Context: an optimization exercise on an open-source flow, tuned for small area and few clock cycles per item. The choices shown serve that exercise and are no tape-out recipe.
Function was checked by simulation only, so behaviour that the tests miss may differ from the original.
No activity file was given, so power comes from the tool's default toggle rates.

[config.mk]
export PLATFORM = sky130hd
export DESIGN_NAME = temperature_band_statistics
export DESIGN_NICKNAME = temperature_band_statistics
export VERILOG_FILES = /design/flow/design.v
export SDC_FILE = /design/flow/constraint.sdc
export NUM_CORES = 4
export LEC_CHECK = 0
export CAP_MARGIN = 20
export CORE_MARGIN = 2
export CORE_UTILIZATION = 40
export SLEW_MARGIN = 20
[standard.sh]
#!/bin/bash
# synth_recipe.tcl (not shown) runs the flow's synth.tcl, then flattens the netlist and writes it again
# the make line also repeats each setting of config.mk as NAME=value (left out here)
make -C /OpenROAD-flow-scripts/flow DESIGN_CONFIG=/design/flow/config.mk WORK_HOME=/design/flow/orfs CLKGATE_MAP_FILE= SYNTH_SCRIPT=/design/flow/synth_recipe.tcl "${@:-finish}"
[constraint.sdc]
create_clock -name core_clock -period 6.0 [get_ports {clk_i}]
set_input_delay 1.2000 -clock core_clock [delete_from_list [all_inputs] [get_ports {clk_i}]]
set_output_delay 1.2000 -clock core_clock [all_outputs]
set_load 0.01 [all_outputs]
[flow/run.sh]
#!/bin/bash
# Own flow: the standard layout (standard.sh, unchanged synthesis), with
#  - port buffers made with the smallest buffer (buf_1) instead of the one buffer_ports picks,
#  - clock tree from small clock buffers, without dummy loads.
set -euo pipefail
export BUFFER_PORTS_ARGS="-buffer_cell sky130_fd_sc_hd__buf_1"
export CTS_ARGS="-sink_clustering_enable -repair_clock_nets -dont_use_dummy_load -buf_list \"sky130_fd_sc_hd__clkbuf_2 sky130_fd_sc_hd__clkbuf_4\""
bash standard.sh > standard_make.log 2>&1
[design.v]
package tbs_pkg;
  localparam int CountMax = 65535;
  localparam logic [15:0] CntMax = 16'(CountMax);
  localparam logic [15:0] PosMax = 16'hFFFF;
  localparam logic [30:0] SumMax = 31'h7FFF_FFFF;
  localparam logic [14:0] LowestReset = 15'h7FFF;
  localparam logic [14:0] NormalLimitReset = 15'd464;
  localparam logic [14:0] WarningLimitReset = 15'd704;
  localparam logic [14:0] CriticalLimitReset = 15'd944;
  localparam logic [14:0] TripLevelReset = 15'd720;
  typedef enum logic [1:0] {
    CfgNormalLimit = 2'd0,
    CfgWarningLimit = 2'd1,
    CfgCriticalLimit = 2'd2,
    CfgTripLevel = 2'd3
  } cfg_idx_e;
  typedef enum logic {
    ActSample = 1'b0,
    ActClear = 1'b1
  } action_e;
  typedef struct packed {
    logic              action;
    logic signed [15:0] sample;
  } in_t;
  typedef struct packed {
    logic [14:0] min_seen;
    logic [14:0] max_seen;
    logic [30:0] total;
    logic [15:0] skipped_count;
    logic [15:0] normal_count;
    logic [15:0] warning_count;
    logic [15:0] critical_count;
    logic [15:0] shutdown_count;
    logic        trip_seen;
    logic [15:0] trip_index;
  } out_t;
  typedef struct packed {
    logic [14:0] normal_limit;
    logic [14:0] warning_limit;
    logic [14:0] critical_limit;
    logic [14:0] trip_level;
  } cfg_t;
  localparam out_t StatsReset = {
    LowestReset,   
    15'd0,         
    31'd0,         
    16'd0,         
    16'd0,         
    16'd0,         
    16'd0,         
    16'd0,         
    1'b0,          
    16'd0          
  };
endpackage
import tbs_pkg::*;
module tbs_cfg_regs (
  input  logic        clk_i,
  input  logic        rst_ni,
  input  logic        cfg_we_i,
  input  logic [1:0]  cfg_idx_i,
  input  logic [14:0] cfg_data_i,
  output tbs_pkg::cfg_t        cfg_o
);
  tbs_pkg::cfg_t cfg_d;
  tbs_pkg::cfg_t cfg_q;
  always_comb begin
    cfg_d = cfg_q;
    if (cfg_we_i) begin
      unique case (cfg_idx_i)
        CfgNormalLimit:   cfg_d.normal_limit = cfg_data_i;
        CfgWarningLimit:  cfg_d.warning_limit = cfg_data_i;
        CfgCriticalLimit: cfg_d.critical_limit = cfg_data_i;
        CfgTripLevel:     cfg_d.trip_level = cfg_data_i;
        default:          cfg_d = cfg_q;
      endcase
    end
  end
  always_ff @(posedge clk_i or negedge rst_ni) begin
    if (!rst_ni) begin
      cfg_q <= {NormalLimitReset, WarningLimitReset, CriticalLimitReset, TripLevelReset};
    end else begin
      cfg_q <= cfg_d;
    end
  end
  assign cfg_o = cfg_q;
endmodule
import tbs_pkg::*;
module tbs_stats (
  input  logic clk_i,
  input  logic rst_ni,
  input  logic accept_i,
  input  tbs_pkg::in_t  in_data_i,
  input  tbs_pkg::cfg_t cfg_i,
  output tbs_pkg::out_t res_o
);
  logic        fresh_q;
  logic [14:0] min_q, max_q;
  logic [14:0] total_lo_q;
  logic [15:0] total_hi_q;
  logic [15:0] skip_q, norm_q, warn_q, crit_q, shut_q;
  logic        trip_q;
  logic [15:0] pidx_q;
  logic        clr_a, skip_a, smp_a, wipe;
  logic [14:0] t;
  logic        in_normal, in_warning, in_critical, trip_hit;
  logic        lt_min, gt_max;
  function automatic logic le15(input logic [14:0] a, input logic [14:0] b);
    logic r;
    r = 1'b1;
    for (int i = 0; i < 15; i++) r = (!a[i] && b[i]) || (!a[i] && r) || (b[i] && r);
    le15 = r;
  endfunction
  function automatic logic [15:0] cnt_next(input logic [15:0] v, input logic en,
                                           input logic wp);
    logic g, c;
    g = en && !(&v);
    c = g;
    for (int i = 0; i < 16; i++) begin
      if (i == 8) c = g && (&v[7:0]);
      cnt_next[i] = (i == 0) ? (wp ? en : v[i] ^ c) : (!wp && (v[i] ^ c));
      c = c && v[i];
    end
  endfunction
  assign t      = in_data_i.sample[14:0];
  assign clr_a  = accept_i && in_data_i.action;
  assign skip_a = accept_i && !in_data_i.action && in_data_i.sample[15];
  assign smp_a  = accept_i && !in_data_i.action && !in_data_i.sample[15];
  assign wipe   = clr_a || fresh_q;
  assign in_normal   = le15(t, cfg_i.normal_limit);
  assign in_warning  = le15(t, cfg_i.warning_limit);
  assign in_critical = le15(t, cfg_i.critical_limit);
  assign trip_hit    = le15(cfg_i.trip_level, t);
  assign lt_min      = !le15(min_q, t);
  assign gt_max      = !le15(t, max_q);
  logic [14:0] addend, lo_sum;
  logic        lo_c, ovf;
  always_comb begin
    logic c, c0, c1;
    logic [14:8] s0, s1;
    addend = smp_a ? t : 15'd0;
    c = 1'b0;
    for (int i = 0; i < 8; i++) begin
      lo_sum[i] = total_lo_q[i] ^ addend[i] ^ c;
      c = (total_lo_q[i] && addend[i]) || (c && (total_lo_q[i] ^ addend[i]));
    end
    c0 = 1'b0;
    c1 = 1'b1;
    for (int i = 8; i < 15; i++) begin
      s0[i] = total_lo_q[i] ^ addend[i] ^ c0;
      c0 = (total_lo_q[i] && addend[i]) || (c0 && (total_lo_q[i] ^ addend[i]));
      s1[i] = total_lo_q[i] ^ addend[i] ^ c1;
      c1 = (total_lo_q[i] && addend[i]) || (c1 && (total_lo_q[i] ^ addend[i]));
    end
    lo_sum[14:8] = (s1 & {7{c}}) | (s0 & {7{!c}});
    lo_c = (c1 & c) | (c0 & !c);
  end
  assign ovf = lo_c && (&total_hi_q) && !fresh_q;
  logic [15:0] hi_next;
  always_comb begin
    logic g, c;
    g = lo_c && !(&total_hi_q);
    c = g;
    for (int i = 0; i < 16; i++) begin
      if (i == 4)  c = g && (&total_hi_q[3:0]);
      if (i == 8)  c = g && (&total_hi_q[7:0]);
      if (i == 12) c = g && (&total_hi_q[11:0]);
      hi_next[i] = (i == 0) ? (fresh_q ? 1'b0 : total_hi_q[i] ^ c)
                            : (!fresh_q && (total_hi_q[i] ^ c));
      c = c && total_hi_q[i];
    end
  end
  always_ff @(posedge clk_i or negedge rst_ni) begin
    if (!rst_ni) begin
      fresh_q    <= 1'b1;
      total_lo_q <= '0;
      trip_q     <= 1'b0;
    end else begin
      if (accept_i) fresh_q <= 1'b0;
      if (clr_a) begin
        total_lo_q <= '0;
        trip_q     <= 1'b0;
      end else begin
        total_lo_q <= lo_sum | {15{ovf}};
        trip_q     <= trip_q || (smp_a && trip_hit);
      end
    end
  end
  always_ff @(posedge clk_i) begin
    if (smp_a && (fresh_q || lt_min)) min_q <= t;
    else if (wipe)                    min_q <= LowestReset;
    if (smp_a && (fresh_q || gt_max)) max_q <= t;
    else if (wipe)                    max_q <= '0;
    total_hi_q <= clr_a ? '0 : hi_next;
    skip_q <= clr_a ? '0 : cnt_next(skip_q, skip_a, fresh_q);
    norm_q <= clr_a ? '0 : cnt_next(norm_q, smp_a && in_normal, fresh_q);
    warn_q <= clr_a ? '0 : cnt_next(warn_q, smp_a && !in_normal && in_warning, fresh_q);
    crit_q <= clr_a ? '0 : cnt_next(crit_q, smp_a && !in_normal && !in_warning && in_critical,
                                    fresh_q);
    shut_q <= clr_a ? '0 : cnt_next(shut_q, smp_a && !in_normal && !in_warning && !in_critical,
                                    fresh_q);
    pidx_q <= clr_a ? '0 : cnt_next(pidx_q, (skip_a || smp_a) && !trip_q &&
                                    !(smp_a && trip_hit), fresh_q);
  end
  assign res_o = {min_q, max_q, total_hi_q, total_lo_q,
                  skip_q, norm_q, warn_q, crit_q, shut_q, trip_q, pidx_q & {16{trip_q}}};
endmodule
import tbs_pkg::*;
module tbs_out_reg (
  input  logic clk_i,
  input  logic rst_ni,
  input  logic in_valid_i,
  output logic in_ready_o,
  output logic accept_o,
  output logic out_valid_o,
  input  logic out_ready_i
);
  logic out_valid_q;
  assign in_ready_o = !out_valid_q || out_ready_i;
  assign accept_o   = in_valid_i && in_ready_o;
  always_ff @(posedge clk_i or negedge rst_ni) begin
    if (!rst_ni) begin
      out_valid_q <= 1'b0;
    end else if (in_ready_o) begin
      out_valid_q <= in_valid_i;
    end
  end
  assign out_valid_o = out_valid_q;
endmodule
import tbs_pkg::*;
module temperature_band_statistics (
  input  logic         clk_i,
  input  logic         rst_ni,
  input  logic         in_valid_i,
  output logic         in_ready_o,
  input  logic [16:0]  in_data_i,
  output logic         out_valid_o,
  input  logic         out_ready_i,
  output logic [157:0] out_data_o,
  input  logic         cfg_we_i,
  input  logic [1:0]   cfg_idx_i,
  input  logic [14:0]  cfg_data_i
);
  tbs_pkg::cfg_t cfg;
  tbs_pkg::in_t  in_data;
  tbs_pkg::out_t res;
  logic accept;
  assign in_data    = in_data_i;
  assign out_data_o = res;
  tbs_cfg_regs u_cfg (
    .clk_i,
    .rst_ni,
    .cfg_we_i,
    .cfg_idx_i,
    .cfg_data_i,
    .cfg_o (cfg)
  );
  tbs_out_reg u_out (
    .clk_i,
    .rst_ni,
    .in_valid_i,
    .in_ready_o,
    .accept_o (accept),
    .out_valid_o,
    .out_ready_i
  );
  tbs_stats u_stats (
    .clk_i,
    .rst_ni,
    .accept_i  (accept),
    .in_data_i (in_data),
    .cfg_i     (cfg),
    .res_o     (res)
  );
endmodule
==> impl_metrics.csv, run 1 <==
group,metric,value,unit
run_status,status,"complete, no violations",
global_route,antenna_found_initial,2,
sta,hold_violations,0,
sta,finalSetupViolCount,0,
detailed_routing,detail-route-antenna-nets,0,
setup_path,r2r_end,"u_stats.total_hi_q[14]$_SDFF_PP0_",
placed_design,post-place-ws,0.006058,ns
placed_design,io_buffers,198,
yosys,syn_nets,1132,
global_route,gr-max-usage-layer,"met2",
detailed_routing,vias,8239,
final_layout,drive_above_1_share,15.24,%
setup_path,critical_path.n_buffers_inverters,3,
global_route,use_met1,25.39,%
yosys,synth_area_leader_cell,"dfxtp_1",
sta,rsz0062_at_grt,"false",
sta,fin_tns_setup,0,ns
die,start_util,40.42,%
flow_run,maxCapViolCount,0,
clock_tree,hold_buffers,0,
yosys,ys_ff_latch,220,
global_route,grt-ovfl-total,0,
clock_tree,clock_latency,0.65,ns
clock_tree,cts-root-buf,"clkbuf_4",
global_route,grt_use_met3,5.120,%
global_route,track_usage,19.71,%
die,coreArea,26800,sq um
detailed_routing,dr.pass1.iters,5,
setup_path,reg2reg_depth,20,
clock_tree,cts_tree,"done",
setup_path,path_cells,"buf_1 > nand2b_1 > nand3_4 > nor2_1 > ha_1 > inv_1 > fa_1 > inv_1 > fa_1 > fa_1 > fa_1 > fa_1 > fa_1 > fa_1 > mux2i_1 > or2_2 > nor3_1 > ha_1 > ha_1 > ha_1 > and3_1",
clock_tree,clock_path_buffers,3,
die,die_h,168.6,microns
global_route,grt_start_max_net_pins,99,
detailed_routing,wl_per_cell,17.98,microns
final_layout,num-nets-final,1373,
setup_path,worst-setup-path-type,"in2reg",
sta,worstMarginPinSlew,0.9797,ns
worst_hold_path,hp-class,"in2async",
yosys,synth-edff-count,30,
yosys,ys_seq_area_share,47.23,%
detailed_routing,route.detailed.drc,0,
die,num_rows,60,
detailed_routing,finalWirelength,27990,microns
sta,max-slew-margin-rel,34.53,%
die,floorplan.die_area,28410,sq um
sta,maxSlewViolCount,0,
yosys,yosysMostFrequentCell,"dfxtp_1",
final_layout,nFillCells,2575,
setup_path,cp-end-kind,"register",
sta,period_share,89.76,%
setup_path,r2r-start,"u_out.out_valid_q$_DFFE_PN0N_",
power,p_leak,5.787,nW
placed_design,gp_congestion,0.8699,
clock_tree,postCtsSetupBuffers,0,
power,power_density,266.0,nW/um^2
yosys,synthesis.instances,975,
yosys,synth-main-ff-cell,"dfxtp_1",
detailed_routing,drt_iter0_drc,462,
final_layout,syn_to_final_growth,15.30,%
setup_path,rrSetupSlack,0.99,ns
setup_path,critPathSlowestCell,"fa_1",
sta,fin_skew,0.08080,ns
yosys,yosysUniqueCellTypes,68,
clock_tree,clock-sinks,220,
clock_tree,cts_max_level,3,
setup_path,crit_path_max_fanout,4,
sta,worst_slack,0.6143,ns
sta,min_period,5.386,ns
yosys,yosys.area.top_type_share,20.70,%
die,die_x,168.6,microns
global_route,grt_util_met2,31.76,%
setup_path,cp.depth,21,
sta,max_freq,185.7,MHz
setup_path,crit_path_max_incr_delay,0.42,ns
yosys,synthTopCellsByCount,"dfxtp_1, ha_1, and3_1",
die,io_pins,199,
yosys,avgSynthCellArea,11.11,sq um
clock_tree,clk_pin_slew,0.06,ns
setup_path,crit_family,"adder cells",
detailed_routing,via_per_inst,5.292,
setup_path,start_kind,"primary input",
global_route,grt_pass1_vias,8147,
clock_tree,cts_resized,0,
yosys,async_reset_ff_share,35.45,%
power,ir_drop,0.0001162,V
yosys,synth_area,10830,sq um
setup_path,cp_common_cell,"fa_1",
clock_tree,cts_inserted_buffers,66,
yosys,yosys-top-cells-area,"dfxtp_1, dfrtp_1, ha_1",
setup_path,crit_arrival,5.89,ns
yosys,yosysWarnings,3,
setup_path,crit_required,6.50,ns
placed_design,post-dp-hpwl,20520,microns
global_route,grt_pass1_wl,44180,microns
-- state kept, by name, summed over array words and instances, names as in the netlist, 15 cells and up --
name,cells
u_stats.warn_q,16
u_stats.skip_q,16
u_stats.max_q,15
u_stats.crit_q,16
u_stats.total_lo_q,15
u_cfg.cfg_q,60
u_stats.pidx_q,16
u_stats.total_hi_q,16
u_stats.shut_q,16
u_stats.norm_q,16
u_stats.min_q,15
-- power by group --
group	internal, mW	switching [mW]
sequential	1.65	0.113
combinational	0.231	0.276
clock	0.498	0.554
total	2.38	0.943
-- worst max path at each step --
stage / start / to / slack [ns]
after floorplan: out_ready_i / u_stats.total_hi_q[14]$_SDFF_PP0_ / 0.002
after global placement: out_ready_i / u_stats.total_hi_q[14]$_SDFF_PP0_ / 0.13
after detailed placement: out_ready_i / u_stats.total_hi_q[14]$_SDFF_PP0_ / 0.006
after CTS: out_ready_i / u_stats.total_hi_q[14]$_SDFF_PP0_ / 0.68
after global routing: out_ready_i / u_stats.total_hi_q[14]$_SDFF_PP0_ / 0.42
final: out_ready_i / u_stats.total_hi_q[14]$_SDFF_PP0_ / 0.61
-- layout make-up --
cell class                 count  area [sq um]  share of cell area, %
multi-input combinational    669          5404                  43.26
timing repair buffer         216         882.1                  7.062
tap                          341         426.7                  3.416
inverter                      43         161.4                  1.292
antenna                        2         5.005                0.04007
sequential                   220          5116                  40.96
clock buffer                  66         495.5                  3.967
-- per-stage QoR --
stage / std cells / total power, mW / instance area (sq um) / hold WS, ns / utilization [%]
after floorplan: 975 / 2.109 / 10860 / 0.4712 / -
after global placement: 1489 / 2.292 / 11980 / 0.4844 / 44.72
after detailed placement: 1489 / 2.301 / 11980 / 0.4879 / 44.72
after CTS: 1555 / 3.385 / 12480 / 0.3807 / 46.56
after global routing: 1557 / 3.537 / 12490 / 0.3935 / 46.61
final: 1557 / 3.323 / 12490 / 0.4389 / 46.61
-- logic make-up (layout without fill, tap and decap cells) --
| logic type | after synthesis | after routing | share of synthesized area [%] |
|---|---|---|---|
| and+or+nand+nor | 336 | 336 | 17.15 |
| DFF | 220 | 220 | 47.23 |
| adders and majority gates | 141 | 141 | 17.12 |
| AOI/OAI and AO/OA | 108 | 108 | 7.080 |
| buffers and inverters | 86 | 325 | 3.153 |
| muxes | 67 | 67 | 6.895 |
| xor gates and xnor gates | 17 | 17 | 1.374 |
| other | 0 | 2 | 0 |
-- cell usage in the layout (no fill, tap or decap), types with 10 or more instances in the layout --
master / synthesis / final
dfrtp_1: 61 / 61
clkbuf_4: 0 / 67
and2_1: 30 / 30
dfstp_2: 17 / 17
nand4_1: 30 / 30
o22ai_1: 14 / 14
edfxtp_1: 30 / 30
ha_1: 99 / 99
buf_4: 2 / 18
dfxtp_1: 112 / 112
a21oi_1: 22 / 22
maj3_1: 19 / 19
fa_1: 19 / 19
nor2b_1: 13 / 13
and3_1: 92 / 92
nand2_1: 33 / 33
mux2_2: 61 / 61
inv_1: 37 / 37
nor2_1: 77 / 77
xnor2_1: 17 / 17
a22oi_1: 10 / 10
nand2b_1: 33 / 33
buf_1: 0 / 197
o21ai_0: 10 / 10
-- worst register-to-register path, stage by stage (launching register included) --
cell and delay [ns]:
dfrtp_1 0.34, nand2b_1 0.15, nand3_4 0.12, nor2_1 0.05, ha_1 0.17, inv_1 0.07, fa_1 0.16, inv_1 0.05
fa_1 0.37, fa_1 0.40, fa_1 0.40, fa_1 0.40, fa_1 0.40, fa_1 0.42, mux2i_1 0.19, or2_2 0.36
nor3_1 0.16, ha_1 0.18, ha_1 0.15, ha_1 0.22, and3_1 0.16
-- metal layers --
layer  part of all wire (%)  vias up
met5                  0.046        -
met1                     45     3930
li1                       -     3977
met2                     46      263
met3                    6.2       67
met4                    3.3        2
Testbench counts, summed over its fixed seeds: cycles 32,008, items 32,000.
==> run 2, diff against run 1 <==
--- a/flow/run.sh
+++ b/flow/run.sh
@@ -5,4 +5,4 @@
 set -euo pipefail
 export BUFFER_PORTS_ARGS="-buffer_cell sky130_fd_sc_hd__buf_1"
-export CTS_ARGS="-sink_clustering_enable -repair_clock_nets -dont_use_dummy_load -buf_list \"sky130_fd_sc_hd__clkbuf_2 sky130_fd_sc_hd__clkbuf_4\""
+export CTS_ARGS="-sink_clustering_enable -repair_clock_nets -dont_use_dummy_load -buf_list sky130_fd_sc_hd__clkbuf_16 -sink_clustering_size 30 -sink_clustering_max_diameter 80"
 bash standard.sh > standard_make.log 2>&1
==> impl_metrics.csv, run 2 <==
group,metric,value,unit
run_status,status,"complete, no violations",
setup_path,cp.depth,21,
placed_design,dp.cells,1489,
sta,rsz0062_at_grt,"false",
yosys,yosysUniqueCellTypes,68,
global_route,grt-ovfl-total,0,
final_layout,layout_common_cells,"buf_1, dfxtp_1, ha_1",
detailed_routing,drt_iter0_drc,475,
worst_hold_path,hold_path_depth,1,
yosys,synth_compound_area_share,7.080,%
yosys,synth-edff-count,30,
clock_tree,cts-root-buf,"clkbuf_16",
detailed_routing,route.detailed.drc,0,
placed_design,post-dp-hpwl,20520,microns
die,die_x,168.6,microns
sta,worstMarginPinSlew,0.9694,ns
setup_path,crit_required,6.38,ns
setup_path,cp_common_cell,"fa_1",
worst_hold_path,min_to,"u_cfg.cfg_q[16]$_DFFE_PN0P_",
setup_path,crit_arrival,5.89,ns
yosys,synthesis.instances,975,
final_layout,instances_no_fill,1504,
setup_path,cp-end-kind,"register",
final_layout,regMostFlops,"u_cfg.cfg_q",
final_layout,largest_reg_flops,60,
global_route,grt_pass1_wl,43340,microns
sta,finalSetupViolCount,0,
setup_path,start_kind,"primary input",
clock_tree,postCtsSetupBuffers,0,
clock_tree,hold_buffers,0,
yosys,synth_top_family_by_area,"simple AND/OR/NAND/NOR gates",
yosys,synth_fa_ha_area_share,17.12,%
final_layout,drive_above_1_share,11.44,%
detailed_routing,vias,7981,
sta,hold_violations,0,
yosys,synth-main-ff-cell,"dfxtp_1",
detailed_routing,dr.pass1.iters,5,
final_layout,diodes,0,
setup_path,path_cells,"buf_1 > nand2b_1 > nand3_4 > nor2_1 > ha_1 > inv_1 > fa_1 > inv_1 > fa_1 > fa_1 > fa_1 > fa_1 > fa_1 > fa_1 > mux2i_1 > or2_2 > nor3_1 > ha_1 > ha_1 > ha_1 > and3_1",
die,num_rows,60,
yosys,synthTopCellsByCount,"dfxtp_1, ha_1, and3_1",
global_route,grt_use_met3,3.858,%
die,start_util,40.42,%
yosys,yosysMostFrequentCell,"dfxtp_1",
global_route,use_met1,25.44,%
global_route,antenna_found_initial,2,
die,io_pins,199,
setup_path,crit_family,"adder cells",
global_route,grt_pass1_vias,7741,
power,ir_drop,0.0001550,V
final_layout,layout_commonest_cell,"buf_1",
worst_hold_path,hp-class,"reg2reg",
final_layout,nFillCells,2551,
setup_path,critPathSlowestCell,"fa_1",
clock_tree,cts_inserted_buffers,14,
clock_tree,clock_latency,0.51,ns
yosys,synth_area_leader_cell,"dfxtp_1",
placed_design,io_buffers,198,
yosys,synth-simple-area-share,17.15,%
setup_path,r2r_end,"u_stats.total_hi_q[14]$_SDFF_PP0_",
global_route,grt_util_met2,31.88,%
die,coreArea,26800,sq um
sta,max-slew-margin-rel,35.22,%
yosys,avgSynthCellArea,11.11,sq um
yosys,synthMuxAreaShare,6.895,%
setup_path,worst-setup-path-type,"in2reg",
sta,maxSlewViolCount,0,
detailed_routing,finalWirelength,27580,microns
detailed_routing,via_per_inst,5.307,
sta,min_period,5.509,ns
sta,fin_tns_setup,0,ns
clock_tree,clock_path_buffers,3,
yosys,synth_area,10830,sq um
sta,worst_slack,0.4914,ns
placed_design,gp_congestion,0.8699,
placed_design,post-place-ws,0.006058,ns
clock_tree,cts_max_level,1,
setup_path,critical_path.n_buffers_inverters,3,
sta,period_share,91.81,%
power,power_density,257.4,nW/um^2
clock_tree,clock-sinks,220,
global_route,grt_start_max_net_pins,99,
worst_hold_path,hp-start,"u_cfg.cfg_q[16]$_DFFE_PN0P_",
final_layout,syn_to_final_growth,13.93,%
setup_path,r2r-start,"u_out.out_valid_q$_DFFE_PN0N_",
setup_path,reg2reg_depth,20,
yosys,ys_ff_latch,220,
die,die_h,168.6,microns
yosys,syn_nets,1132,
final_layout,multi_input_area,5398,sq um
clock_tree,cts_resized,0,
final_layout,seq_area,5116,sq um
detailed_routing,detail-route-antenna-nets,0,
clock_tree,clk_pin_slew,0.09,ns
detailed_routing,wl_per_cell,18.34,microns
clock_tree,cts_tree,"done",
final_layout,num-nets-final,1322,
yosys,ys_seq_area_share,47.23,%
flow_run,maxCapViolCount,0,
yosys,synth_xor_xnor_area_share,1.374,%
yosys,async_reset_ff_share,35.45,%
yosys,yosysWarnings,3,
global_route,track_usage,19.09,%
global_route,gr-max-usage-layer,"met2",
yosys,yosys.area.top_type_share,20.70,%
sta,fin_skew,0.07064,ns
setup_path,crit_path_max_fanout,4,
power,p_leak,5.661,nW
die,floorplan.die_area,28410,sq um
setup_path,rrSetupSlack,1.00,ns
sta,max_freq,181.5,MHz
setup_path,crit_path_max_incr_delay,0.42,ns
yosys,yosys-top-cells-area,"dfxtp_1, dfrtp_1, ha_1",
[run 2: cell families after synthesis]
family / count (synthesis)
AO/OA/AOI/OAI: 108
XOR/XNOR: 17
flip-flops: 220
multiplexers: 67
AND/OR/NAND/NOR: 336
adder cells (fa/ha/maj): 141
buffers and inverters: 86
[run 2: final cells by class]
cell class              count  share of cell area (%)
well taps                 341                   3.457
flip-flops and latches    220                   41.45
clock buffers              14                   2.839
repair buffers            217                   7.208
inverters                  43                   1.308
multi-input cells         669                   43.73
[run 2: per-layer routing]
layer  up-vias  routed length, microns
li1       3863                       -
met2       221                   12670
met1      3859                   12590
met3        36                    1680
met4         2                     629
met5         -                      13
[run 2: how the worst max path moves through the flow]
| stage | start | to | slack [ns] |
|---|---|---|---|
| global placement | out_ready_i | u_stats.total_hi_q[14]$_SDFF_PP0_ | 0.13 |
| CTS | out_ready_i | u_stats.total_hi_q[14]$_SDFF_PP0_ | 0.50 |
| finish | out_ready_i | u_stats.total_hi_q[14]$_SDFF_PP0_ | 0.49 |
| detailed placement | out_ready_i | u_stats.total_hi_q[14]$_SDFF_PP0_ | 0.006 |
| global route | out_ready_i | u_stats.total_hi_q[11]$_SDFF_PP0_ | 0.22 |
| floorplan | out_ready_i | u_stats.total_hi_q[14]$_SDFF_PP0_ | 0.002 |
[run 2: power by group]
part           internal, mW  switching [mW]
clock                 0.418           0.492
combinational         0.231           0.276
sequential             1.65           0.113
[run 2: stage by stage]
| step | hold slack, ns | total power, mW | utilization, % | cell area (sq um) |
|---|---|---|---|---|
| floorplan | 0.4712 | 2.109 | - | 10860 |
| global placement | 0.4844 | 2.292 | 44.72 | 11980 |
| detailed placement | 0.4879 | 2.301 | 44.72 | 11980 |
| CTS | 0.5099 | 3.216 | 46.02 | 12330 |
| global route | 0.5250 | 3.346 | 46.05 | 12340 |
| finish | 0.5079 | 3.177 | 46.05 | 12340 |
==> run 3, diff against run 2 <==
--- a/flow/run.sh
+++ b/flow/run.sh
@@ -5,4 +5,4 @@
 set -euo pipefail
 export BUFFER_PORTS_ARGS="-buffer_cell sky130_fd_sc_hd__buf_1"
-export CTS_ARGS="-sink_clustering_enable -repair_clock_nets -dont_use_dummy_load -buf_list sky130_fd_sc_hd__clkbuf_16 -sink_clustering_size 30 -sink_clustering_max_diameter 80"
+export CTS_ARGS="-sink_clustering_enable -repair_clock_nets -dont_use_dummy_load -buf_list sky130_fd_sc_hd__clkbuf_8 -sink_clustering_size 20 -sink_clustering_max_diameter 60"
 bash standard.sh > standard_make.log 2>&1
==> impl_metrics.csv, run 3 <==
group,metric,value,unit
setup_path,crit_path_max_incr_delay,0.42,ns
power,ir_drop,0.0001927,V
setup_path,critPathSlowestCell,"fa_1",
final_layout,num-nets-final,1331,
yosys,synth-edff-count,30,
global_route,track_usage,19.21,%
setup_path,cp_common_cell,"fa_1",
final_layout,layout_common_cells,"buf_1, dfxtp_1, ha_1",
final_layout,syn_to_final_growth,13.62,%
yosys,avgSynthCellArea,11.11,sq um
detailed_routing,finalWirelength,27660,microns
clock_tree,cts-root-buf,"clkbuf_8",
detailed_routing,route.detailed.drc,0,
clock_tree,cts_tree,"done",
clock_tree,cts_inserted_buffers,23,
sta,fin_tns_setup,0,ns
yosys,yosys.area.top_type_share,20.70,%
die,die_h,168.6,microns
detailed_routing,dr.pass1.iters,5,
sta,rsz0062_at_grt,"false",
detailed_routing,drt_iter0_drc,553,
sta,fin_skew,0.03611,ns
sta,max-slew-margin-rel,34.81,%
clock_tree,hold_buffers,0,
clock_tree,postCtsSetupBuffers,0,
power,total_power,3.102,mW
die,die_x,168.6,microns
sta,min_period,5.437,ns
sta,worstMarginPinSlew,0.9755,ns
final_layout,drive_above_1_share,12.12,%
clock_tree,clock-sinks,220,
sta,maxSlewViolCount,0,
final_layout,diodes,0,
clock_tree,cts_resized,0,
detailed_routing,vias,8021,
die,coreArea,26800,sq um
yosys,synth-main-ff-cell,"dfxtp_1",
setup_path,crit_arrival,5.88,ns
sta,max_freq,183.9,MHz
placed_design,post-dp-hpwl,20520,microns
worst_hold_path,hp-class,"in2async",
clock_tree,clk_pin_slew,0.10,ns
final_layout,layout_commonest_cell,"buf_1",
clock_tree,clock_latency,0.56,ns
yosys,synth_area_leader_cell,"dfxtp_1",
power,power_density,252.0,nW/um^2
yosys,yosysMostFrequentCell,"dfxtp_1",
sta,hold_violations,0,
global_route,grt_pass1_wl,43470,microns
clock_tree,cts_max_level,1,
yosys,synthTopCellsByCount,"dfxtp_1, ha_1, and3_1",
yosys,ys_ff_latch,220,
die,floorplan.die_area,28410,sq um
yosys,yosys-top-cells-area,"dfxtp_1, dfrtp_1, ha_1",
flow_run,maxCapViolCount,0,
sta,finalSetupViolCount,0,
run_status,status,"complete, no violations",
yosys,syn_nets,1132,
yosys,yosysUniqueCellTypes,68,
setup_path,crit_required,6.44,ns
setup_path,cp-end-kind,"register",
setup_path,worst-setup-path-type,"in2reg",
global_route,grt-ovfl-total,0,
detailed_routing,via_per_inst,5.301,
die,num_rows,60,
yosys,ys_seq_area_share,47.23,%
power,p_leak,5.654,nW
yosys,yosysWarnings,3,
yosys,synth_area,10830,sq um
yosys,async_reset_ff_share,35.45,%
placed_design,gp_congestion,0.8699,
die,io_pins,199,
setup_path,start_kind,"primary input",
global_route,antenna_found_initial,1,
global_route,grt_start_max_net_pins,99,
detailed_routing,wl_per_cell,18.28,microns
placed_design,io_buffers,198,
clock_tree,clock_path_buffers,3,
sta,period_share,90.61,%
setup_path,crit_path_max_fanout,4,
setup_path,path_cells,"buf_1 > nand2b_1 > nand3_4 > nor2_1 > ha_1 > inv_1 > fa_1 > inv_1 > fa_1 > fa_1 > fa_1 > fa_1 > fa_1 > fa_1 > mux2i_1 > or2_2 > nor3_1 > ha_1 > ha_1 > ha_1 > and3_1",
global_route,grt_pass1_vias,7802,
die,start_util,40.42,%
final_layout,regMostFlops,"u_cfg.cfg_q",
detailed_routing,detail-route-antenna-nets,0,
yosys,synthesis.instances,975,
final_layout,largest_reg_flops,60,
==> run 3: cell families (layout without fill, tap and decap cells) <==
logic type	Yosys count	count (layout)	synth area share [%]
simple gates	336	336	17.15
flops	220	220	47.23
fa+ha+maj	141	141	17.12
compound gates	108	108	7.080
buf+inv	86	283	3.153
mux	67	67	6.895
xor+xnor	17	17	1.374
==> run 3: critical path: cells and delay by family <==
family        cells  cell delay (ns)
fa+ha+maj        11             3.26
buf+inv           3             0.18
mux               1             0.19
simple gates      6             1.05
==> run 3: area by class of cell <==
type	instances	area (sq um)
clock buffers	23	316.6
well taps	341	426.7
fillers	2567	14490
multi-input cells	669	5398
repair buffers	217	889.6
flip-flops and latches	220	5116
inverters	43	161.4
==> run 3: report_power, final <==
| group | leakage [nW] | internal (mW) | total (mW) | switching, mW |
|---|---|---|---|---|
| Combinational | 3.41 | 0.231 | 0.507 | 0.276 |
| Sequential | 2.08 | 1.65 | 1.76 | 0.113 |
| Clock | 0.165 | 0.342 | 0.834 | 0.493 |
==> run 3: final timing paths <==
check / start / end / cells after the start / slack [ns]
worst max-delay path: out_ready_i / u_stats.total_hi_q[14]$_SDFF_PP0_ / 21 / 0.56
worst min-delay path: rst_ni / u_cfg.cfg_q[17]$_DFFE_PN0P_ / 1 / 0.49
worst max register to register: u_out.out_valid_q$_DFFE_PN0N_ / u_stats.total_hi_q[14]$_SDFF_PP0_ / 20 / 1.00
worst min register to register: u_cfg.cfg_q[45]$_DFFE_PN0P_ / u_cfg.cfg_q[45]$_DFFE_PN0P_ / 1 / 0.51
max in group asynchronous: rst_ni / u_stats.total_lo_q[8]$_DFF_PN0_ / 2 / 4.31
min in group core_clock: u_cfg.cfg_q[45]$_DFFE_PN0P_ / u_cfg.cfg_q[45]$_DFFE_PN0P_ / 1 / 0.51
==> run 3: per-layer routing <==
| metal | vias to the layer above | part of all wire, % | wire length [microns] | global-route usage (%) |
|---|---|---|---|---|
| met5 | - | 0.047 | 13 | 0 |
| met4 | 2 | 2.3 | 646 | 5.247 |
| met3 | 42 | 5.9 | 1627 | 4.162 |
| met2 | 222 | 46 | 12790 | 31.81 |
| met1 | 3886 | 45 | 12580 | 25.52 |
| li1 | 3869 | - | - | - |
==> run 3: per-stage QoR <==
stage | hold slack [ns] | area, sq um | util (%) | setup slack [ns] | std cells
after floorplan | 0.4712 | 10860 | - | 0.002397 | 975
after global placement | 0.4844 | 11980 | 44.72 | 0.1255 | 1489
after detailed placement | 0.4879 | 11980 | 44.72 | 0.006058 | 1489
after CTS | 0.4621 | 12300 | 45.90 | 0.5798 | 1512
after global routing | 0.4632 | 12310 | 45.92 | 0.2950 | 1513
final | 0.4901 | 12310 | 45.92 | 0.5632 | 1513
==> run 4, diff against run 3 <==
==> flow/run.sh (replaced) <==
#!/bin/bash
set -euo pipefail
HERE=$(pwd)
RES=$HERE/orfs/results/$FLOW_PLATFORM/temperature_band_statistics/base
YOSYS=${FLOW_HOME}/../tools/install/yosys/bin/yosys
[[ -x $YOSYS ]] || YOSYS=yosys

bash standard.sh synth > standard_synth.log 2>&1

cp $RES/1_2_yosys.v $HERE/synth_standard.v
LIB=${FLOW_HOME}/platforms/sky130hd/lib/sky130_fd_sc_hd__tt_025C_1v80.lib
sed -e "s|@LIB@|$LIB|g" -e "s|@IN@|$HERE/synth_standard.v|g" -e "s|@OUT@|$RES/1_2_yosys.v|g" \
    -e "s|@ABC@|$HERE/flow/area.abc|g" -e "s|@CONSTR@|$HERE/flow/abc.constr|g" \
    flow/remap.ys > remap_run.ys
$YOSYS -s remap_run.ys > remap.log 2>&1
rm -f $RES/1_synth.odb $RES/1_synth.sdc

export BUFFER_PORTS_ARGS="-buffer_cell sky130_fd_sc_hd__buf_1"
export CTS_ARGS="-sink_clustering_enable -repair_clock_nets -dont_use_dummy_load -buf_list sky130_fd_sc_hd__clkbuf_8 -sink_clustering_size 20 -sink_clustering_max_diameter 60"
bash standard.sh > standard_make.log 2>&1
==> flow/abc.constr (new file) <==
set_driving_cell sky130_fd_sc_hd__buf_1
set_load 5
==> flow/area.abc (new file) <==
strash
&get -n
&fraig -x
&put
scorr
dc2
&get -n
&dch -f
&nf -R 1000
&put
==> flow/remap.ys (new file) <==
# Map the combinational logic of the standard synthesis again; registers stay as they are.
read_liberty -ignore_miss_func @LIB@
read_verilog @IN@
hierarchy -check -top temperature_band_statistics
blackbox sky130_fd_sc_hd__df* sky130_fd_sc_hd__edf* sky130_fd_sc_hd__sdf* sky130_fd_sc_hd__dl*
flatten
rename -hide w:*.*
opt_clean
opt -fast
abc -script @ABC@ -liberty @LIB@ -dont_use *lpflow* -dont_use *probe_p* -dont_use *probec_p* -constr @CONSTR@ -D 4000
setundef -zero
splitnets
opt_clean -purge
hilomap -singleton -hicell sky130_fd_sc_hd__conb_1 HI -locell sky130_fd_sc_hd__conb_1 LO
insbuf -buf sky130_fd_sc_hd__buf_4 A X
opt_clean -purge
rename -hide w:*$func$*
stat -liberty @LIB@
write_verilog -noattr -nohex -nodec @OUT@
==> impl_metrics.csv, run 4 <==
group,metric,value,unit
sta,min_period,5.793,ns
die,start_util,40.80,%
clock_tree,clock-sinks,220,
clock_tree,clk_pin_slew,0.11,ns
clock_tree,clock_latency,0.53,ns
worst_hold_path,hp-class,"reg2reg",
power,p_switching,0.7895,mW
die,floorplan.die_area,25270,sq um
final_layout,seq_area,5116,sq um
detailed_routing,wl_per_cell,16.60,microns
power,p_comb_share,14.2,%
clock_tree,cts-root-buf,"clkbuf_8",
final_layout,regMostFlops,"u_cfg.cfg_q",
final_layout,layout_common_cells,"buf_1, a21oi_1, dfxtp_1",
detailed_routing,via_per_inst,5.361,
yosys,yosysWarnings,3,
detailed_routing,drt_iter0_drc,471,
power,p_leak,4.197,nW
setup_path,crit_path_max_incr_delay,0.36,ns
final_layout,diodes,0,
sta,max_freq,172.6,MHz
die,num_rows,56,
sta,fin_skew,0.05629,ns
clock_tree,cts_inserted_buffers,19,
final_layout,multi_input_area,4543,sq um
global_route,grt_pass1_wl,40920,microns
clock_tree,clock_path_buffers,3,
final_layout,layout_commonest_cell,"buf_1",
run_status,status,"complete, no violations",
final_layout,nFillCells,2356,
sta,max-slew-margin-rel,39.90,%
die,die_h,159.0,microns
die,io_pins,199,
final_layout,drive_above_1_share,8.576,%
placed_design,post-place-ws,-0.3074,ns
setup_path,cp-end-kind,"register",
power,p_clk_share,26.1,%
sta,worstMarginPinSlew,0.8987,ns
final_layout,largest_reg_flops,60,
setup_path,crit_arrival,6.19,ns
sta,period_share,96.55,%
placed_design,gp_congestion,0.7911,
setup_path,crit_path_max_fanout,5,
power,switching_share,27.36,%
yosys,synthesis.instances,955,
yosys,synth_area,9605,sq um
power,power_density,253.2,nW/um^2
detailed_routing,route.detailed.drc,0,
sta,finalSetupViolCount,0,
sta,worst_slack,0.2070,ns
final_layout,syn_to_final_growth,18.63,%
yosys,syn_nets,994,
clock_tree,cts_tree,"done",
setup_path,critPathSlowestCell,"maj3_1",
setup_path,worst-setup-path-type,"in2reg",
setup_path,start_kind,"primary input",
setup_path,crit_required,6.40,ns
final_layout,num-nets-final,1242,
placed_design,post-dp-hpwl,18190,microns
detailed_routing,vias,8149,
global_route,grt_start_max_net_pins,80,
power,total_power,2.886,mW
power,ir_drop,0.0001835,V
die,die_x,159.0,microns
global_route,antenna_found_initial,0,
yosys,avgSynthCellArea,10.06,sq um
sta,maxSlewViolCount,0,
placed_design,io_buffers,198,
clock_tree,cts_max_level,1,
global_route,grt_pass1_vias,7641,
global_route,grt-ovfl-total,0,
power,pwr-share-seq,59.6,%
detailed_routing,finalWirelength,25230,microns
flow_run,maxCapViolCount,0,
sta,hold_violations,0,
global_route,track_usage,19.58,%
die,coreArea,23540,sq um
power,p_int,2.096,mW
detailed_routing,detail-route-antenna-nets,0,
detailed_routing,dr.pass1.iters,4,
==> run 4: metal layers <==
metal | GRT usage, % | wire (microns)
met1 | 27.67 | 12070
met3 | 4.038 | 1622
met2 | 31.46 | 11200
met5 | 0 | 0
met4 | 3.760 | 337
==> run 4: worst max-delay path: cells and delay by family <==
kind            cells  cell delay, ns
simple gates       10            1.58
fa+ha+maj           8            2.54
buf+inv             2            0.25
compound gates      5            0.63
==> run 4: per-stage QoR <==
stage | setup TNS (ns) | instances | area [sq um] | hold slack [ns] | utilization, %
2_1_floorplan | -0.2246 | 955 | 9742 | 0.4465 | -
3_3_place_gp | -0.9894 | 1499 | 11100 | 0.4581 | 47.16
3_5_place_dp | -1.120 | 1499 | 11100 | 0.4622 | 47.16
4_1_cts | 0 | 1518 | 11360 | 0.4788 | 48.27
5_1_grt | -0.01123 | 1520 | 11390 | 0.4971 | 48.40
6_report | 0 | 1520 | 11390 | 0.4751 | 48.40
==> run 4: path summary, 6_finish.rpt <==
check	from	end	slack, ns	depth (start not counted)
max in group asynchronous	rst_ni	u_stats.total_lo_q[13]$_DFF_PN0_	4.61	2
hold reg to reg	u_cfg.cfg_q[36]$_DFFE_PN1P_	u_cfg.cfg_q[36]$_DFFE_PN1P_	0.48	2
hold / removal	u_cfg.cfg_q[36]$_DFFE_PN1P_	u_cfg.cfg_q[36]$_DFFE_PN1P_	0.48	2
setup / recovery	in_data_i[1]	u_stats.pidx_q[15]$_SDFF_PP0_	0.21	25
setup reg to reg	u_cfg.cfg_q[0]$_DFFE_PN0P_	u_stats.pidx_q[15]$_SDFF_PP0_	0.58	24
min in group asynchronous	rst_ni	u_cfg.cfg_q[46]$_DFFE_PN0P_	0.82	2
==> run 4: repair_timing <==
item | 4_1_cts | 5_1_grt
hold buffers | 0 | 0
resized for setup | 0 | 2
buffers inserted | 0 | 2
setup endpoints to repair | 0 | 2
hold endpoints to repair | 0 | 0
==> run 4: layout make-up <==
| type | count | share of cell area, % |
|---|---|---|
| Timing Repair Buffer | 228 | 8.565 |
| Inverter | 25 | 0.8675 |
| Clock buffer | 19 | 2.295 |
| Multi-Input combinational cell | 709 | 39.87 |
| Sequential cell | 220 | 44.90 |
| Tap cell | 319 | 3.503 |
==> run 4: power by group through the flow <==
| stage | logic, mW | clock network, mW | registers (mW) |
|---|---|---|---|
| floorplan | 0.261 | 0 | 1.74 |
| global placement | 0.407 | 0 | 1.75 |
| detailed placement | 0.412 | 0 | 1.75 |
| CTS | 0.415 | 0.794 | 1.72 |
| global route | 0.462 | 0.852 | 1.74 |
| finish | 0.410 | 0.754 | 1.72 |
==> run 5, diff against run 4 <==
--- a/config.mk
+++ b/config.mk
@@ -9,3 +9,4 @@
 export CORE_MARGIN = 2
 export CORE_UTILIZATION = 40
+export GPL_TIMING_DRIVEN = 0
 export SLEW_MARGIN = 20
==> impl_metrics.csv, run 5 <==
group,metric,value,unit
sta,max-slew-margin-rel,37.95,%
power,p_leak,4.192,nW
sta,worstMarginPinSlew,0.9280,ns
sta,finalSetupViolCount,0,
final_layout,final_area,11480,sq um
detailed_routing,route.detailed.drc,0,
sta,worst_slack,0.1985,ns
power,power_density,256.2,nW/um^2
sta,min_period,5.801,ns
setup_path,rrSetupSlack,0.54,ns
yosys,syn_nets,994,
sta,period_share,96.69,%
die,num_rows,56,
global_route,track_usage,19.43,%
detailed_routing,drt_iter0_drc,427,
detailed_routing,finalWirelength,25260,microns
setup_path,crit_arrival,6.24,ns
detailed_routing,via_per_inst,5.392,
yosys,synth_area,9605,sq um
worst_hold_path,hp-start,"u_cfg.cfg_q[36]$_DFFE_PN1P_",
die,coreArea,23540,sq um
setup_path,crit_path_max_fanout,5,
setup_path,crit_required,6.43,ns
worst_hold_path,min_to,"u_cfg.cfg_q[36]$_DFFE_PN1P_",
yosys,synthesis.instances,955,
detailed_routing,vias,8136,
final_layout,instances_no_fill,1509,
final_layout,layout_common_cells,"buf_1, a21oi_1, dfxtp_1",
die,start_util,40.80,%
yosys,yosysWarnings,3,
power,ir_drop,0.0001283,V
placed_design,dp.cells,1480,
sta,fin_tns_setup,0,ns
clock_tree,cts_tree,"done",
clock_tree,clock_path_buffers,3,
final_layout,largest_reg_flops,60,
flow_run,maxCapViolCount,0,
final_layout,num-nets-final,1231,
final_layout,layout_commonest_cell,"buf_1",
setup_path,worst-setup-path-type,"in2reg",
sta,hold_violations,0,
final_layout,diodes,0,
die,die_h,159.0,microns
clock_tree,cts_inserted_buffers,21,
placed_design,dpl_cell_area,11070,sq um
die,floorplan.die_area,25270,sq um
die,die_x,159.0,microns
detailed_routing,detail-route-antenna-nets,0,
placed_design,post-dp-hpwl,18330,microns
global_route,grt-ovfl-total,0,
setup_path,cp-end-kind,"register",
sta,maxSlewViolCount,0,
sta,rsz0062_at_grt,"false",
setup_path,r2r_end,"u_stats.pidx_q[15]$_SDFF_PP0_",
global_route,grt_pass1_wl,40700,microns
detailed_routing,wl_per_cell,16.74,microns
detailed_routing,dr.pass1.iters,5,
global_route,grt_start_max_net_pins,31,
sta,holdWs,0.4703,ns
sta,max_freq,172.4,MHz
setup_path,r2r-start,"u_cfg.cfg_q[0]$_DFFE_PN0P_",
clock_tree,clk_pin_slew,0.10,ns
global_route,antenna_found_initial,0,
setup_path,reg2reg_depth,24,
die,io_pins,199,
worst_hold_path,hold_path_depth,2,
clock_tree,clock_latency,0.56,ns
setup_path,start_kind,"primary input",
clock_tree,cts_max_level,1,
clock_tree,clock-sinks,220,
run_status,status,"complete, no violations",
final_layout,syn_to_final_growth,19.57,%
final_layout,regMostFlops,"u_cfg.cfg_q",
placed_design,gp_congestion,0.7678,
clock_tree,cts-root-buf,"clkbuf_8",
placed_design,io_buffers,198,
placed_design,post-place-ws,-0.8747,ns
global_route,grt_pass1_vias,7588,
final_layout,drive_above_1_share,8.487,%
clock_tree,hold_buffers,0,
yosys,avgSynthCellArea,10.06,sq um
worst_hold_path,hp-class,"reg2reg",
sta,fin_skew,0.08283,ns
==> run 5: critical path, stage by stage <==
cell and delay [ns]:
clkbuf_4 0.14, clkinv_4 0.06, maj3_2 0.30, maj3_2 0.32, maj3_2 0.31, maj3_2 0.33, maj3_2 0.32, maj3_2 0.31
maj3_2 0.31, maj3_2 0.32, a21oi_2 0.13, o21ai_2 0.08, o221ai_1 0.08, nand2_1 0.12, a21oi_4 0.19, nor4_4 0.08
and3_4 0.18, and3_4 0.16, and3_4 0.19, and3_4 0.19, and3_4 0.19, and3_4 0.19, and3_4 0.19, and3_4 0.18
o21a_1 0.15
==> run 5: how the worst max path moves through the flow <==
| stage | startpoint | to | slack, ns | depth (start not counted) |
|---|---|---|---|---|
| CTS | in_data_i[0] | u_stats.pidx_q[15]$_SDFF_PP0_ | 0.005 | 25 |
| finish | in_data_i[1] | u_stats.pidx_q[15]$_SDFF_PP0_ | 0.20 | 25 |
| global route | in_data_i[1] | u_stats.pidx_q[15]$_SDFF_PP0_ | 0.006 | 25 |
| floorplan | out_ready_i | u_stats.total_hi_q[14]$_SDFF_PP0_ | -0.16 | 31 |
| detailed placement | in_data_i[0] | u_stats.pidx_q[15]$_SDFF_PP0_ | -0.87 | 25 |
| global placement | out_ready_i | u_stats.min_q[0]$_SDFFCE_PN1P_ | -1.90 | 5 |
==> run 5: layout make-up <==
| class | count | area (sq um) |
|---|---|---|
| Tap cell | 319 | 399.1 |
| Clock buffer | 21 | 289.0 |
| Buffer | 1 | 7.507 |
| Sequential cell | 220 | 5116 |
| Timing Repair Buffer | 214 | 988.4 |
| Multi-Input combinational cell | 709 | 4582 |
| Inverter | 25 | 102.6 |
| Fill cell | 2306 | 12060 |
==> run 5: metrics by stage <==
| stage | utilization (%) | power (mW) |
|---|---|---|
| after CTS | 48.37 | 2.977 |
| after detailed placement | 47.01 | 2.171 |
| final | 48.78 | 2.942 |
| after floorplan | - | 2.004 |
| after global placement | 46.23 | 2.146 |
| after global routing | 48.78 | 3.105 |
==> run 5: routing by layer <==
layer / track usage (%) / vias up / share of wire [%] / wire length, microns
li1: - / 4018 / - / -
met1: 26.91 / 3871 / 47 / 11760
met2: 31.84 / 216 / 46 / 11530
met3: 3.881 / 31 / 6.3 / 1579
met4: 3.926 / 0 / 1.5 / 390
met5: 0 / - / 0 / 0
==> run 5: what timing repair did <==
action | in CTS | in global routing
buffers inserted | 2 | 6
pin swaps | 1 | 4
setup endpoints to repair | 5 | 25
gates cloned | 0 | 0
gates resized for setup | 5 | 9
==> run 5: report_power, final <==
part           switching, mW  internal (mW)
clock network          0.480          0.313
registers             0.0927           1.63
logic                  0.236          0.190
==> run 6, diff against run 5 <==
==> flow/area.abc (replaced) <==
strash
&get -n
&dch -f
&nf -R 1000
&put
==> impl_metrics.csv, run 6 <==
group,metric,value,unit
sta,finalSetupViolCount,0,
setup_path,start_kind,"primary input",
detailed_routing,route.detailed.drc,0,
power,ir_drop,0.0001465,V
global_route,antenna_found_initial,2,
final_layout,layout_commonest_cell,"buf_1",
setup_path,r2r-start,"u_out.out_valid_q$_DFFE_PN0N_",
setup_path,critPathSlowestCell,"nor3_1",
setup_path,reg2reg_depth,23,
yosys,yosysWarnings,3,
yosys,synth_area,9853,sq um
sta,min_period,5.305,ns
setup_path,worst-setup-path-type,"in2reg",
die,floorplan.die_area,25900,sq um
placed_design,post-place-ws,-0.2556,ns
yosys,syn_nets,1064,
die,io_pins,199,
detailed_routing,wl_per_cell,15.62,microns
sta,period_share,88.42,%
detailed_routing,detail-route-antenna-nets,0,
setup_path,cp_common_cell,"nor2_1",
worst_hold_path,hp-start,"u_cfg.cfg_q[30]$_DFFE_PN0P_",
power,p_leak,4.197,nW
sta,fin_skew,0.06103,ns
clock_tree,clock_path_buffers,3,
sta,maxSlewViolCount,0,
clock_tree,cts-root-buf,"clkbuf_8",
clock_tree,clock_latency,0.55,ns
final_layout,num-nets-final,1297,
worst_hold_path,min_to,"u_cfg.cfg_q[30]$_DFFE_PN0P_",
global_route,track_usage,18.47,%
setup_path,crit_required,6.47,ns
final_layout,final_area,11540,sq um
final_layout,drive_above_1_share,4.618,%
worst_hold_path,hp-class,"reg2reg",
sta,max-slew-margin-rel,40.08,%
detailed_routing,finalWirelength,24710,microns
clock_tree,cts_tree,"done",
die,die_h,161.0,microns
yosys,avgSynthCellArea,9.613,sq um
clock_tree,cts_inserted_buffers,22,
global_route,grt_start_max_net_pins,30,
final_layout,nFillCells,2371,
detailed_routing,drt_iter0_drc,443,
detailed_routing,dr.pass1.iters,4,
placed_design,io_buffers,198,
setup_path,crit_family,"simple AND/OR/NAND/NOR gates",
flow_run,maxCapViolCount,0,
power,power_density,254.2,nW/um^2
setup_path,rrSetupSlack,1.06,ns
yosys,synthesis.instances,1025,
sta,hold_violations,0,
die,die_x,161.0,microns
clock_tree,cts_max_level,1,
global_route,grt-ovfl-total,0,
setup_path,cp-end-kind,"register",
sta,worst_slack,0.6949,ns
detailed_routing,via_per_inst,5.368,
clock_tree,clock-sinks,220,
global_route,grt_pass1_vias,7735,
final_layout,utilization,47.59,%
sta,worstMarginPinSlew,0.8988,ns
die,num_rows,57,
setup_path,crit_arrival,5.77,ns
sta,max_freq,188.5,MHz
worst_hold_path,hold_path_depth,1,
final_layout,largest_reg_flops,60,
clock_tree,clk_pin_slew,0.09,ns
placed_design,post-dp-hpwl,18520,microns
setup_path,r2r_end,"u_stats.total_hi_q[14]$_SDFF_PP0_",
final_layout,syn_to_final_growth,17.11,%
placed_design,gp_congestion,0.7879,
die,start_util,40.63,%
run_status,status,"complete, no violations",
placed_design,dpl_cell_area,11200,sq um
sta,rsz0062_at_grt,"false",
global_route,grt_pass1_wl,39550,microns
die,coreArea,24250,sq um
final_layout,regMostFlops,"u_cfg.cfg_q",
setup_path,crit_path_max_fanout,26,
setup_path,critical_path.n_buffers_inverters,2,
setup_path,path_cells,"buf_1 > nand2b_1 > nand2_1 > nor3_4 > buf_8 > nand3_1 > o21ai_0 > nor2_1 > nor2_1 > nor2_1 > nor2_1 > nor2_1 > nor2_1 > nor2_1 > nor2_1 > nor2_1 > nor2_1 > nor2_1 > nor2_2 > o21ai_0 > nor3_1 > and3_1 > o21ai_0 > a21oi_1",
detailed_routing,vias,8492,
setup_path,crit_path_max_incr_delay,0.48,ns
final_layout,layout_common_cells,"buf_1, nor2_1, dfxtp_1",
==> run 6: per-layer routing <==
metal	up-vias	track usage [%]	wire length (microns)
met5	-	0	0
met4	0	4.545	449
met3	29	3.719	1304
met2	173	29.63	11000
met1	4025	25.74	11960
li1	4265	-	-
==> run 6: power breakdown <==
group / switching (mW) / internal, mW
clock: 0.475 / 0.327
sequential: 0.0861 / 1.63
combinational: 0.232 / 0.183
total: 0.793 / 2.14
==> run 6: final cells by class <==
class,count,area (sq um),area share [%]
antenna,2,5.005,0.04337
buffer,1,7.507,0.06506
clock buffer,22,302.8,2.624
inverter,34,127.6,1.106
multi-input combinational,770,4634,40.16
sequential,220,5116,44.34
tap,324,405.4,3.513
timing repair buffer,209,939.7,8.144
==> run 6: how the worst max path moves through the flow <==
stage,slack (ns),cells after the start,end,from
floorplan,0.13,22,u_stats.total_hi_q[14]$_SDFF_PP0_,out_ready_i
global placement,-1.40,23,u_stats.total_hi_q[14]$_SDFF_PP0_,out_ready_i
detailed placement,-0.26,24,u_stats.total_hi_q[14]$_SDFF_PP0_,out_ready_i
CTS,0.29,24,u_stats.total_hi_q[14]$_SDFF_PP0_,out_ready_i
global route,0.03,24,u_stats.total_hi_q[14]$_SDFF_PP0_,out_ready_i
finish,0.69,24,u_stats.total_hi_q[14]$_SDFF_PP0_,out_ready_i
==> run 6: what timing repair did <==
| item | 4_1_cts | 5_1_grt |
|---|---|---|
| hold buffers | 0 | 0 |
| setup buffers | 0 | 3 |
| hold endpoints to repair | 0 | 0 |
| endpoints found under the setup margin | 0 | 31 |
| gates resized for setup | 0 | 1 |
==> run 6: metrics by stage <==
stage / power (mW) / setup TNS [ns] / cells / hold WS, ns
2_1_floorplan: 2.003 / 0 / 1025 / 0.4484
3_3_place_gp: 2.136 / -71.65 / 1547 / 0.4621
3_5_place_dp: 2.162 / -2.154 / 1555 / 0.4720
4_1_cts: 2.972 / 0 / 1577 / 0.4874
5_1_grt: 3.092 / 0 / 1582 / 0.4991
6_report: 2.933 / 0 / 1582 / 0.4838
==> run 7, diff against run 6 <==
==> flow/area.abc (replaced) <==
strash
dc2
dc2
&get -n
&dch -f
&nf -R 1000
&put
--- a/config.mk
+++ b/config.mk
@@ -9,4 +9,3 @@
 export CORE_MARGIN = 2
 export CORE_UTILIZATION = 40
-export GPL_TIMING_DRIVEN = 0
 export SLEW_MARGIN = 20
==> impl_metrics.csv, run 7 <==
group,metric,value,unit
detailed_routing,vias,8198,
sta,max-slew-margin-rel,42.39,%
worst_hold_path,hp-class,"reg2reg",
sta,worstMarginPinSlew,0.8617,ns
global_route,grt_start_max_net_pins,79,
yosys,syn_nets,1030,
global_route,antenna_found_initial,3,
setup_path,worst-setup-path-type,"in2reg",
die,num_rows,56,
sta,fin_skew,0.06400,ns
die,start_util,40.83,%
detailed_routing,detail-route-antenna-nets,0,
setup_path,crit_required,6.47,ns
clock_tree,cts_tree,"done",
yosys,avgSynthCellArea,9.700,sq um
final_layout,nFillCells,2328,
clock_tree,clock_path_buffers,3,
global_route,grt_pass1_wl,40540,microns
run_status,status,"complete, no violations",
die,io_pins,199,
yosys,synth_area,9613,sq um
placed_design,dpl_cell_area,11060,sq um
yosys,yosysWarnings,3,
setup_path,critPathSlowestCell,"and4_1",
die,die_x,159.0,microns
setup_path,rrSetupSlack,0.85,ns
clock_tree,clk_pin_slew,0.10,ns
sta,fin_tns_setup,0,ns
clock_tree,cts_inserted_buffers,21,
clock_tree,clock-sinks,220,
setup_path,cp_common_cell,"nor2_1",
setup_path,crit_path_max_incr_delay,0.24,ns
sta,hold_violations,0,
die,coreArea,23540,sq um
die,floorplan.die_area,25290,sq um
final_layout,syn_to_final_growth,18.53,%
detailed_routing,wl_per_cell,16.02,microns
detailed_routing,dr.pass1.iters,6,
global_route,grt-ovfl-total,0,
die,die_h,159.0,microns
placed_design,post-dp-hpwl,18410,microns
sta,max_freq,181.5,MHz
global_route,track_usage,19.25,%
final_layout,drive_above_1_share,7.010,%
sta,period_share,91.84,%
final_layout,regMostFlops,"u_cfg.cfg_q",
setup_path,crit_arrival,5.98,ns
final_layout,layout_commonest_cell,"buf_1",
final_layout,largest_reg_flops,60,
power,ir_drop,0.0001360,V
flow_run,maxCapViolCount,0,
clock_tree,clock_latency,0.53,ns
detailed_routing,drt_iter0_drc,325,
clock_tree,cts_max_level,1,
sta,maxSlewViolCount,0,
setup_path,cp-end-kind,"register",
setup_path,crit_path_max_fanout,8,
clock_tree,cts-root-buf,"clkbuf_8",
setup_path,start_kind,"primary input",
setup_path,crit_family,"simple AND/OR/NAND/NOR gates",
power,power_density,253.1,nW/um^2
sta,min_period,5.511,ns
yosys,synthesis.instances,991,
sta,holdWs,0.4752,ns
global_route,grt_pass1_vias,7802,
detailed_routing,via_per_inst,5.245,
setup_path,critical_path.n_buffers_inverters,2,
final_layout,final_area,11390,sq um
sta,rsz0062_at_grt,"false",
sta,finalSetupViolCount,0,
placed_design,io_buffers,198,
power,total_power,2.884,mW
final_layout,num-nets-final,1282,
detailed_routing,route.detailed.drc,0,
power,p_leak,4.225,nW
placed_design,gp_congestion,0.8039,
final_layout,layout_common_cells,"buf_1, a21oi_1, o21ai_0",
detailed_routing,finalWirelength,25050,microns
run 7: cell type report:
| cell class | instances | area (sq um) | area share, % |
|---|---|---|---|
| Timing Repair Buffer | 230 | 1012 | 8.883 |
| Inverter | 39 | 146.4 | 1.285 |
| Clock buffer | 21 | 289.0 | 2.537 |
| Sequential cell | 220 | 5116 | 44.90 |
| Antenna cell | 3 | 7.507 | 0.06588 |
| Multi-Input combinational cell | 731 | 4424 | 38.83 |
| Tap cell | 319 | 399.1 | 3.503 |
run 7: layer usage:
metal / part of all wire, % / up-vias / track usage [%]
li1: - / 4150 / -
met1: 47 / 3845 / 26.52
met2: 45 / 168 / 30.83
met3: 6.1 / 35 / 4.064
met4: 2.0 / 0 / 5.289
met5: 0 / - / 0
run 7: where the power goes:
part	internal, mW	total [mW]	switching (mW)
registers	1.63	1.71	0.0872
clock network	0.313	0.783	0.470
logic	0.165	0.387	0.222
total	2.11	2.88	0.779
run 7: path summary, 6_finish.rpt:
path / startpoint / to / cells past startpoint
setup reg to reg: u_out.out_valid_q$_DFFE_PN0N_ / u_stats.total_hi_q[14]$_SDFF_PP0_ / 34
hold reg to reg: u_cfg.cfg_q[20]$_DFFE_PN1P_ / u_cfg.cfg_q[20]$_DFFE_PN1P_ / 2
min in group asynchronous: rst_ni / u_cfg.cfg_q[0]$_DFFE_PN0P_ / 2
setup / recovery: out_ready_i / u_stats.total_hi_q[14]$_SDFF_PP0_ / 35
max in group asynchronous: rst_ni / u_cfg.cfg_q[19]$_DFFE_PN1P_ / 3
hold / removal: u_cfg.cfg_q[20]$_DFFE_PN1P_ / u_cfg.cfg_q[20]$_DFFE_PN1P_ / 2
run 7: repair_timing:
action                                  CTS  global route
gates resized for setup                   0             1
setup buffers                             0             1
endpoints found under the setup margin    0             2
hold buffers                              0             0
run 7: metrics by stage:
step / std cells / worst slack [ns] / util (%)
after floorplan: 991 / -0.2017 / -
after global placement: 1537 / 0.02919 / 46.96
after detailed placement: 1537 / -0.07713 / 46.96
after CTS: 1558 / 0.4709 / 48.19
after global routing: 1562 / 0.03360 / 48.39
final: 1563 / 0.4895 / 48.40
run 7: worst register-to-register path, delay by kind of cell, from the launching register on:
kind | cells | cell delay, ns
AOI/OAI and AO/OA | 10 | 1.39
DFF | 1 | 0.44
and+or+nand+nor | 23 | 3.08
buffers and inverters | 1 | 0.14
==> run 8, diff against run 7 <==
==> flow/area.abc (replaced) <==
strash
dc2
&get -n
&dch -f
&nf -R 1000
&put
==> impl_metrics.csv, run 8 <==
group,metric,value,unit
global_route,grt_pass1_vias,7968,
clock_tree,clock-sinks,220,
setup_path,crit_path_max_incr_delay,0.38,ns
setup_path,crit_path_max_fanout,5,
sta,fin_skew,0.05689,ns
flow_run,maxCapViolCount,0,
placed_design,post-dp-hpwl,19130,microns
clock_tree,cts_resized,0,
detailed_routing,dr.pass1.iters,7,
sta,rsz0062_at_grt,"false",
setup_path,crit_required,6.42,ns
detailed_routing,drt_iter0_drc,522,
setup_path,crit_family,"adder cells",
sta,maxSlewViolCount,0,
power,pwr-share-seq,59.1,%
die,floorplan.die_area,25390,sq um
die,die_h,159.3,microns
yosys,yosysWarnings,3,
placed_design,gp_congestion,0.8011,
placed_design,post-place-ws,0.07234,ns
yosys,avgSynthCellArea,9.520,sq um
clock_tree,cts_max_level,1,
final_layout,drive_above_1_share,5.032,%
final_layout,instances_no_fill,1571,
die,coreArea,23610,sq um
power,switching_share,27.97,%
run_status,status,"complete, no violations",
clock_tree,cts-root-buf,"clkbuf_8",
clock_tree,hold_buffers,0,
final_layout,layout_commonest_cell,"buf_1",
power,p_int,2.094,mW
detailed_routing,wl_per_cell,16.76,microns
global_route,grt_pass1_wl,42480,microns
placed_design,dpl_cell_area,10980,sq um
final_layout,diodes,0,
sta,max_freq,184.0,MHz
sta,hold_violations,0,
clock_tree,clock_latency,0.55,ns
sta,min_period,5.435,ns
power,p_leak,4.136,nW
clock_tree,cts_tree,"done",
final_layout,utilization,47.65,%
die,num_rows,56,
clock_tree,clk_pin_slew,0.07,ns
final_layout,num-nets-final,1293,
setup_path,cp_common_cell,"maj3_1",
final_layout,regMostFlops,"u_cfg.cfg_q",
detailed_routing,detail-route-antenna-nets,0,
detailed_routing,vias,8471,
final_layout,multi_input_area,4384,sq um
global_route,grt-ovfl-total,0,
final_layout,layout_common_cells,"buf_1, a21oi_1, dfxtp_1",
setup_path,critical_path.n_buffers_inverters,4,
sta,fin_tns_setup,0,ns
clock_tree,cts_inserted_buffers,20,
detailed_routing,finalWirelength,26320,microns
sta,finalSetupViolCount,0,
yosys,synth_area,9653,sq um
power,p_switching,0.8128,mW
die,start_util,40.88,%
setup_path,worst-setup-path-type,"in2reg",
yosys,syn_nets,1053,
setup_path,start_kind,"primary input",
final_layout,final_area,11250,sq um
die,die_x,159.3,microns
sta,period_share,90.59,%
final_layout,largest_reg_flops,60,
worst_hold_path,hp-class,"reg2reg",
placed_design,dp.cells,1551,
global_route,antenna_found_initial,1,
detailed_routing,route.detailed.drc,0,
placed_design,io_buffers,198,
setup_path,rrSetupSlack,1.00,ns
global_route,grt_start_max_net_pins,61,
sta,worstMarginPinSlew,0.9321,ns
power,ir_drop,0.0001232,V
sta,worst_slack,0.5648,ns
clock_tree,postCtsSetupBuffers,0,
final_layout,nFillCells,2343,
power,p_clk_share,26.9,%
setup_path,critPathSlowestCell,"maj3_1",
clock_tree,clock_path_buffers,3,
power,p_comb_share,14.0,%
setup_path,crit_arrival,5.86,ns
setup_path,cp-end-kind,"register",
power,power_density,258.3,nW/um^2
yosys,synthesis.instances,1014,
die,io_pins,199,
sta,max-slew-margin-rel,37.67,%
final_layout,syn_to_final_growth,16.56,%
final_layout,seq_area,5116,sq um
detailed_routing,via_per_inst,5.392,
global_route,track_usage,20.36,%
run 8: cell type report:
cell class                 count  area share [%]
timing repair buffer         219           8.040
sequential                   220           45.47
multi-input combinational    747           38.96
inverter                      46           1.535
clock buffer                  20           2.446
tap                          319           3.547
run 8: metal layers:
layer	GRT usage [%]	part of all wire [%]
met5	0	0
met4	5.165	2.2
met3	4.402	7.0
met2	33.18	45
met1	27.67	46
run 8: worst paths after layout:
kind	start	to	cells after the start
setup / recovery	in_data_i[0]	u_stats.shut_q[7]$_SDFF_PP0_	27
hold / removal	u_cfg.cfg_q[4]$_DFFE_PN1P_	u_cfg.cfg_q[4]$_DFFE_PN1P_	2
setup reg to reg	u_cfg.cfg_q[30]$_DFFE_PN0P_	u_stats.shut_q[7]$_SDFF_PP0_	25
hold reg to reg	u_cfg.cfg_q[4]$_DFFE_PN1P_	u_cfg.cfg_q[4]$_DFFE_PN1P_	2
max in group asynchronous	rst_ni	u_stats.total_lo_q[13]$_DFF_PN0_	2
min in group asynchronous	rst_ni	u_cfg.cfg_q[8]$_DFFE_PN0P_	1
run 8: per-stage QoR:
stage | power, mW | hold WS (ns)
after floorplan | 1.991 | 0.4403
after global placement | 2.149 | 0.4513
after detailed placement | 2.158 | 0.4595
after CTS | 2.938 | 0.4697
after global routing | 3.052 | 0.4792
final | 2.906 | 0.4653
run 8: power groups by stage:
stage | clock network [mW] | logic [mW] | registers (mW)
global route | 0.859 | 0.458 | 1.74
finish | 0.781 | 0.407 | 1.72
floorplan | 0 | 0.252 | 1.74
detailed placement | 0 | 0.409 | 1.75
CTS | 0.810 | 0.411 | 1.72
global placement | 0 | 0.404 | 1.75
run 8: worst min-delay path, stage by stage (launching register included):
cell	delay, ns
dfstp_2	0.38
clkinv_1	0.04
a21oi_1	0.05

afterwards: timing with drivers on the ports:
How much do the figures lean on ideal ports? The routed layouts below were timed once more, with nothing changed but the port constraints.
Step 1 assumes that a clkbuf_16 drives the clock port and a buf_2 every other input.
Step 2 adds t to the input delays and takes it off the output delays; t is the mean of the earliest and latest rising clock arrival at the registers after step 1. Input paths then give back, and output paths get back, about the clock's delay inside the block.
a / b / c = ideal / step 1 / step 2; a / b = the first two.
run | t, ns | setup slack, ns | worst register clock-pin slew, ns
run 1 | 0.650 | 0.614 / 0.633 / -0.017 | 0.06 / 0.06
run 2 | 0.520 | 0.491 / 0.518 / -0.002 | 0.11 / 0.11
run 3 | 0.576 | 0.563 / 0.586 / 0.010 | 0.10 / 0.10
run 4 | 0.548 | 0.207 / 0.230 / -0.318 | 0.11 / 0.11
run 5 | 0.567 | 0.199 / 0.217 / -0.349 | 0.13 / 0.13
run 6 | 0.568 | 0.695 / 0.713 / 0.145 | 0.12 / 0.12
run 7 | 0.553 | 0.489 / 0.509 / -0.044 | 0.12 / 0.12
run 8 | 0.565 | 0.565 / 0.588 / 0.023 | 0.12 / 0.12
Met with ideal ports but missed after step 2: setup timing in 5 of these runs. The setup slack of run 1, which loses most, moves by +0.019 ns with the drivers and by -0.631 ns with both steps.
